Source: an optimization exercise on an open RTL-to-GDS flow (aim: small area, a short achievable clock period and few clock cycles). Production flows keep margins and buffers that such runs may drop. Function was checked by simulation only, so behaviour that the tests miss may differ from the original.

// ex_stage
module ex_stage (
    input  logic           clk,
    input  logic           rst_n,
    input  logic           d_hready,
    input  ex_pkg::ex_op_t op,
    input  ex_pkg::xlen_t  op1,
    input  ex_pkg::xlen_t  op2,
    output ex_pkg::xlen_t  ex_res,
    output ex_pkg::xlen_t  addr_res,
    output logic           div_busy
);
    ex_pkg::ex_prep_t    prep;
    ex_pkg::xlen_t       alu_res;
    ex_pkg::xlen_t       mul_res;
    ex_pkg::xlen_t       div_res;
    logic [63:0]         prod;
    logic [4:0]          pow;
    logic [32:0]         mul_y;
    ex_operand_prep u_operand_prep (
        .op   (op),
        .op1  (op1),
        .op2  (op2),
        .prep (prep)
    );
    ex_alu u_alu (
        .prep     (prep),
        .op1      (op1),
        .op2      (op2),
        .alu_res  (alu_res),
        .addr_res (addr_res)
    );
    assign pow   = prep.shift_l ? op2[4:0] : (~op2[4:0] + 5'd1);
  ...
Size: about 6200 cells after synthesis, roughly 70 flip-flops, roughly 46000 sq um of cells after synthesis.
clock: 21.0 ns
lec_check: 0
abc_area: 1
cap_margin: 20
core_margin: 2
core_utilization: 40
setup_slack_margin: 5
slew_margin: 20
synth_hierarchical: 1
synth_minimum_keep_size: 0
run.sh (not shown) runs the stock make flow with config.mk's settings and CLKGATE_MAP_FILE= SYNTH_SCRIPT=/design/flow/synth_recipe.tcl, a recipe that flattens the netlist after the stock synthesis.
Testbench counts at the start, summed over its fixed seeds: cycles 7,562.
Rerun with:
--- a/flow/design.v
+++ b/flow/design.v
@@ -129,19 +129,18 @@
 `timescale 1ns/100ps
 module ex_alu (
     input  ex_pkg::ex_prep_t prep,
     input  ex_pkg::xlen_t    op1,
     input  ex_pkg::xlen_t    op2,
     output ex_pkg::xlen_t    alu_res,
+    input  logic [32:0] diff,      
     output ex_pkg::xlen_t    addr_res
 );
-    logic [32:0]      diff;
     logic                   slt;
     logic                   sltu;
     logic [32+1:0]    add_r;
-    logic [32+1:0]    sub_r;
     function automatic logic [32+1:0] add33(input logic [32:0] a,
                                                   input logic [32:0] b,
                                                   input logic cin);
         logic [32:0] p0;
         logic [32:0] g;
         logic [32:0] p;
@@ -162,14 +161,12 @@
             end
         end
         add33 = {g[32], p0 ^ {g[32-1:0], cin}};
     endfunction
     assign add_r    = add33({1'b0, op1}, {1'b0, op2}, 1'b0);
     assign addr_res = add_r[32-1:0];
-    assign sub_r = add33({1'b0, op1}, {1'b1, ~op2}, 1'b1);
-    assign diff  = sub_r[32:0];
     assign sltu = diff[32];
     assign slt  = (op1[32-1] ^ op2[32-1]) ? op1[32-1] : diff[32-1];
     always_comb begin
         case (prep.op)
             ex_pkg::OP_ADD:                 alu_res = addr_res;
             ex_pkg::OP_SUB:                 alu_res = diff[32-1:0];
@@ -1411,12 +1408,13 @@
     input  logic                rst_n,
     input  logic                d_hready,
     input  ex_pkg::ex_prep_t    prep,
     input  ex_pkg::xlen_t       op1,
     input  ex_pkg::xlen_t       op2,
     output ex_pkg::xlen_t       div_res,
+    output logic [32:0]   sub_res,         
     output logic                div_busy
 );
     localparam int LR = 2;
     localparam int R  = 1 << LR;
     localparam int CW = 5 - LR;           
     function automatic logic [6-1:0] lzc(input logic [32-1:0] v);
@@ -1503,34 +1501,38 @@
     assign m = k[4:LR];    
     always_comb begin
         logic [3*32-1:0] t;
         t = {32'(0), mag_a, {32{div_zero}}} << {~m, {LR{1'b0}}};
         x_init = t[3*32-1:32];
     end
-    assign addend = {1'b1, op2 ^ {32{~neg_b_q}}};
-    assign cin    = ~neg_b_q;
+    assign addend = {1'b1, op2 ^ {32{~(busy_q & neg_b_q)}}};
+    assign cin    = ~(busy_q & neg_b_q);
     logic [32:0] st_ps  [R];
     logic [32:0] st_sum [R];
     logic              st_fit [R];
     logic [32+1:0] st_r [R];
     logic [32-1:0] st_p [R+1];
     logic [32-1:0] st_q [R+1];
     assign st_p[0] = x_q[2*32-1:32];
     assign st_q[0] = x_q[32-1:0];
     genvar gi;
     generate
         for (gi = 0; gi < R; gi++) begin : g_step
-            assign st_ps[gi] = {st_p[gi], st_q[gi][32-1]};
+            if (gi == 0)
+                assign st_ps[gi] = busy_q ? {st_p[gi], st_q[gi][32-1]} : {1'b0, op1};
+            else
+                assign st_ps[gi] = {st_p[gi], st_q[gi][32-1]};
             assign st_r[gi]   = add33(st_ps[gi], addend, cin);
             assign st_sum[gi] = st_r[gi][32:0];
             assign st_fit[gi] = st_r[gi][32+1];
             assign st_q[gi+1] = {st_q[gi][32-2:0], st_fit[gi]};
             assign st_p[gi+1] = st_fit[gi] ? st_sum[gi][32-1:0] : st_ps[gi][32-1:0];
         end
     endgenerate
-    assign x_step = {st_p[R], st_q[R]};
+    assign x_step  = {st_p[R], st_q[R]};
+    assign sub_res = {~st_fit[0], st_sum[0][32-1:0]};
     always_ff @(posedge clk) begin
         if (!rst_n) begin
             busy_q  <= 1'b0;
             valid_q <= 1'b0;
             cnt_q   <= '0;
         end else if (start) begin
@@ -1591,24 +1593,26 @@
     ex_pkg::ex_prep_t    prep;
     ex_pkg::xlen_t       alu_res;
     ex_pkg::xlen_t       mul_res;
     ex_pkg::xlen_t       div_res;
     logic [63:0]         prod;
     logic [4:0]          pow;
+    logic [32:0]         sub_res;
     logic [32:0]         mul_y;
     ex_operand_prep u_operand_prep (
         .op   (op),
         .op1  (op1),
         .op2  (op2),
         .prep (prep)
     );
     ex_alu u_alu (
         .prep     (prep),
         .op1      (op1),
         .op2      (op2),
         .alu_res  (alu_res),
+        .diff     (sub_res),
         .addr_res (addr_res)
     );
     assign pow   = prep.shift_l ? op2[4:0] : (~op2[4:0] + 5'd1);
     assign mul_y = prep.shift ? (33'd1 << pow) : (prep.sign_b ? {op2[31], op2} : {1'b0, op2});
     ex_multiplier u_multiplier (
         .x (prep.sign_a ? {op1[31], op1} : {1'b0, op1}),
@@ -1621,12 +1625,13 @@
         .rst_n    (rst_n),
         .d_hready (d_hready),
         .prep     (prep),
         .op1      (op1),
         .op2      (op2),
         .div_res  (div_res),
+        .sub_res  (sub_res),
         .div_busy (div_busy)
     );
     ex_result_select u_result_select (
         .prep    (prep),
         .alu_res (alu_res),
         .mul_res (mul_res),
After rerunning:
- register-to-register slack loses 0.57 ns
- first-iteration DRC count rises by 15%
- via count rose by 1.3%
- routed wire length is higher by 6.4%
Testbench counts after the change, summed over its fixed seeds: cycles 7,562.

[what the ideal ports hide]
Ports are ideal in the flow. The routed layouts listed here were re-timed in OpenROAD. Step 1 assumes that a clkbuf_16 drives the clock port and a buf_2 every other input. Step 2 adds t to the input delays and takes it off the output delays; t is the mean of the earliest and latest rising clock arrival at the registers after step 1. Input paths then give back, and output paths get back, about the clock's delay inside the block. Slacks: ideal / step 1 / step 2; pairs: ideal / step 1.
| run | t, ns | setup WS [ns] | latest minus earliest clock arrival (ns) |
|---|---|---|---|
| the first run | 0.393 | 4.979 / 4.952 / 4.952 | 0.007 / 0.008 |
| the second run | 0.385 | 5.042 / 4.992 / 4.992 | 0.012 / 0.012 |
After both steps every run listed still meets setup and hold. For the second run, which loses most, drivers alone change the setup slack by -0.050 ns; drivers and shift together by -0.050 ns.
